Context: an optimization exercise on an open-source flow, tuned for small area, a short achievable clock period and few clock cycles per item. The choices shown serve that exercise and are no tape-out recipe. In this exercise RTL edits were held to simulation tests only and were not proved equivalent to the original. Power figures rest on the tool's default switching activity, not on a simulated workload.

### constraint.sdc
create_clock -name core_clock -period 4.0 [get_ports {ap_clk}]
set_input_delay 0.8000 -clock core_clock [delete_from_list [all_inputs] [get_ports {ap_clk}]]
set_output_delay 0.8000 -clock core_clock [all_outputs]
set_load 0.01 [all_outputs]
### run.sh
#!/bin/bash
# synth_recipe.tcl (not shown) runs the flow's synth.tcl, then flattens the netlist and writes it again
# the make line also repeats each setting of config.mk as NAME=value (left out here)
make -C /OpenROAD-flow-scripts/flow DESIGN_CONFIG=/design/flow/config.mk WORK_HOME=/design/flow/orfs CLKGATE_MAP_FILE= SYNTH_SCRIPT=/design/flow/synth_recipe.tcl finish
### design.v
module weight_stream_source #(
    parameter int DATA_WIDTH = 32,
    parameter int DEPTH      = 64,
    parameter int ADDR_WIDTH = $clog2(DEPTH),
    parameter int REP_WIDTH  = 16
) (
    input  logic                  ap_clk,
    input  logic                  ap_rst_n,
    input  logic                  wr_en,
    input  logic [ADDR_WIDTH-1:0] wr_addr,
    input  logic [DATA_WIDTH-1:0] wr_data,
    input  logic                  start,
    input  logic [REP_WIDTH-1:0]  num_reps,
    output logic                  busy,
    output logic                  done,
    output logic [DATA_WIDTH-1:0] weights_V_tdata,
    output logic                  weights_V_tvalid,
    input  logic                  weights_V_tready,
    output logic                  weights_V_tlast
);
    localparam int DW = DATA_WIDTH;
    localparam int AW = ADDR_WIDTH;
    logic                 busy_q, done_q, vld_q, last_q, fin_q, loading_q, lastpass_q;
    logic [AW-1:0]        n_q;       
    logic [REP_WIDTH-1:0] left_q;    
    logic [DEPTH-1:0][DW-1:0] ring;
    logic [AW-1:0]            ph_q;     
    logic [AW-1:0]            rp_q;     
    logic [DEPTH-1:0]         sel_q;    
    logic                     wen_q;    
    logic [AW-1:0]            wpos_q;   
    logic [DW-1:0]            wdat_q;   
    logic [DW-1:0]            wdatn_q;
    logic [DEPTH-1:0]         keep_q;   
    logic                     w0_q;     
    logic                     w1_q;     
    logic [DW-1:0]            dat_q;
    logic idle, accept, nz, ld, pop, wrap, fwd_in, fwd_wq, wtake;
    logic [AW-1:0]    wpos_d, rp_d;
    logic [DEPTH-1:0] wsel;
    logic [DW-1:0]    rd_ring, rd;
    assign idle   = !busy_q && !done_q;
    assign accept = idle && start;
    assign nz     = (num_reps != '0);
    assign pop    = vld_q && weights_V_tready;
    assign ld     = (accept && nz) || (loading_q && (!vld_q || weights_V_tready));
    assign wrap   = (n_q == AW'(DEPTH - 1));
    assign wtake  = wr_en && idle;
    assign wpos_d = wr_addr - ph_q - AW'(2);
    always_ff @(posedge ap_clk) begin
        wen_q  <= wtake;
        wpos_q <= wpos_d;
        wdat_q  <= wr_data;
        wdatn_q <= ~wr_data;
        w0_q   <= wtake && (wr_addr == AW'(0));
        w1_q   <= wtake && (wr_addr == AW'(1));
        for (int p = 0; p < DEPTH; p++) keep_q[p] <= !(wtake && (wpos_d == AW'(p)));
    end
    always_comb begin
        for (int p = 0; p < DEPTH; p++) wsel[p] = wen_q && (wpos_q == AW'(p));
    end
    always_ff @(posedge ap_clk) begin
        ph_q <= ph_q + AW'(1);
    end
    for (genvar p = 0; p < DEPTH; p++) begin : g_ring
        always_ff @(posedge ap_clk) begin
            ring[p] <= ~(({DW{wsel[p]}} & (p[0] ? wdat_q : wdatn_q))
                       | ({DW{keep_q[p]}} & ring[(p + 1) % DEPTH]));
        end
    end
    always_comb begin
        if (ld)        rp_d = rp_q;
        else if (idle) rp_d = -ph_q - AW'(1);
        else           rp_d = rp_q - AW'(1);
    end
    always_ff @(posedge ap_clk) begin
        rp_q <= rp_d;
        for (int p = 0; p < DEPTH; p++) sel_q[p] <= (rp_d == AW'(p));
    end
    always_comb begin
        rd_ring = '0;
        for (int p = 0; p < DEPTH; p++)
            rd_ring = rd_ring | ({DW{sel_q[p]}} & (ring[p] ^ {DW{p[0]}}));
    end
    assign fwd_in = accept && wr_en && (wr_addr == '0);
    assign fwd_wq = busy_q ? w1_q : w0_q;
    assign rd     = fwd_in ? wr_data : (fwd_wq ? wdat_q : rd_ring);
    always_ff @(posedge ap_clk) begin
        if (ld) dat_q <= rd;
    end
    always_ff @(posedge ap_clk or negedge ap_rst_n) begin
        if (!ap_rst_n) begin
            busy_q     <= 1'b0;
            done_q     <= 1'b0;
            vld_q      <= 1'b0;
            last_q     <= 1'b0;
            fin_q      <= 1'b0;
            loading_q  <= 1'b0;
            lastpass_q <= 1'b0;
            n_q        <= '0;
            left_q     <= '0;
        end else begin
            done_q <= (accept && !nz) || (pop && fin_q);
            if (accept && nz) busy_q <= 1'b1;
            else if (done_q)  busy_q <= 1'b0;
            vld_q <= ld || (vld_q && !weights_V_tready);
            if (ld) begin
                last_q <= wrap;
                fin_q  <= wrap && lastpass_q;
                n_q    <= n_q + AW'(1);
            end else if (pop) begin
                last_q <= 1'b0;
            end
            if (accept) begin
                loading_q  <= nz;
                left_q     <= num_reps;
                lastpass_q <= (num_reps == REP_WIDTH'(1));
            end else if (ld && wrap) begin
                if (lastpass_q) loading_q <= 1'b0;
                left_q     <= left_q - REP_WIDTH'(1);
                lastpass_q <= (left_q == REP_WIDTH'(2));
            end
        end
    end
    assign weights_V_tdata  = dat_q;
    assign weights_V_tvalid = vld_q;
    assign weights_V_tlast  = last_q;
    assign busy             = busy_q;
    assign done             = done_q;
endmodule
### config.mk
export PLATFORM = sky130hd
export DESIGN_NAME = weight_stream_source
export DESIGN_NICKNAME = weight_stream_source
export VERILOG_FILES = /design/flow/design.v
export SDC_FILE = /design/flow/constraint.sdc
export NUM_CORES = 4
export LEC_CHECK = 0
export CAP_MARGIN = 20
export CORE_MARGIN = 2
export CORE_UTILIZATION = 65
export CTS_CLUSTER_DIAMETER = 100
export CTS_CLUSTER_SIZE = 30
export SETUP_SLACK_MARGIN = 2.0
export SLEW_MARGIN = 20
==> flow_summary.ini <==
[run_status]
status = aborted with a tool error
haltStage = 5_1_grt
error_line = [ERROR GRT-0116] Global routing finished with congestion. Check the congestion regions in the DRC Viewer.

[place]
place_inst = 8922
hpwl_um = 316000
place.gp.congestion = 1.19
portBuffers = 94

[synth]
synth_cell_types = 70
ys.flop_type = dfxtp_1
ys_ff_latch = 2322
synth_fp_nets = 7683
syn_area_per_cell_um2 = 10.5
synth_warnings = 1
synth_enable_flop_cells = 32
synth_cells = 7609
seq_area_frac_synth = 0.588
ys_async_sr_fraction = 0.0125
syn-cell-area_mm2 = 0.0798

[global_route]
grt_max_degree = 34
grt_overflow = 896
grt_pass1_vias = 88515
grt_pass1_wl_um = 777000
track_usage = 0.892

[cts]
cts_num_sinks = 2322
cts_buffers = 88
clockBufferDepth = 3
ctsRootBufferMaster = clkbuf_16
cts-htree-levels = 3

[die]
dieHeight_um = 354
ios = 95
die_x_um = 354
row_count = 128
initial_utilization = 0.655
==> power groups by stage <==
stage	registers [mW]	logic (mW)	clock network, mW
3_3_place_gp	25.7	8.35	0
3_5_place_dp	25.7	8.49	0
4_1_cts	25.0	10.9	11.4
2_1_floorplan	24.9	4.85	0
==> per-layer routing <==
layer | overflow | GRT usage
met5 | 9 | 0.665
met1 | 58 | 0.906
met3 | 54 | 0.811
met4 | 359 | 0.870
met2 | 416 | 0.972
==> logic make-up after synthesis <==
logic type	count (synthesis)	synth area share
buffers and inverters	930	0.0442
muxes	7	0.000941
AOI/OAI and AO/OA	3141	0.292
DFF	2322	0.588
adders and majority gates	15	0.00245
and+or+nand+nor	1165	0.0686
xor gates and xnor gates	29	0.00318
==> per-stage QoR <==
step | hold WS (ns) | setup WS, ns | cell area [um^2] | power (mW)
after floorplan | 0.426 | 1.29 | 80400 | 29.7
after global placement | 0.432 | 0.493 | 84600 | 34.1
after detailed placement | 0.439 | 0.424 | 84700 | 34.2
after CTS | 0.357 | 1.44 | 93700 | 47.3
==> worst max path at each step <==
stage                       startpoint         end  slack [ns]  cells past startpoint
after floorplan             wr_addr[1]  keep_q[34]        1.29                     12
after global placement    num_reps[12]    sel_q[0]        0.49                      8
after detailed placement  num_reps[12]   sel_q[45]        0.42                      8
after CTS                    sel_q[50]   dat_q[18]        1.44                      6
==> cell usage after synthesis, drive strengths merged, types with 47 or more instances <==
cell type	instances	area share
nor4	61	0.0049
nand2	481	0.023
clkbuf	737	0.035
buf	97	0.0050
nand4	88	0.0069
a2bb2oi	125	0.014
inv	90	0.0042
o2111ai	62	0.0068
dfxtp	2261	0.57
nand2b	87	0.0068
a22oi	2161	0.20
nor2	266	0.013
a22o	47	0.0052
o22ai	225	0.018
a221oi	94	0.011
o21ai	228	0.014
==> repair_timing <==
action / in CTS
pin swaps: 148
resized for setup: 870
hold buffers: 0
endpoints found under the setup margin: 2131
cloned: 24
setup buffers: 359
Testbench counts, summed over its fixed seeds: cycles 15,576, items 15,296.
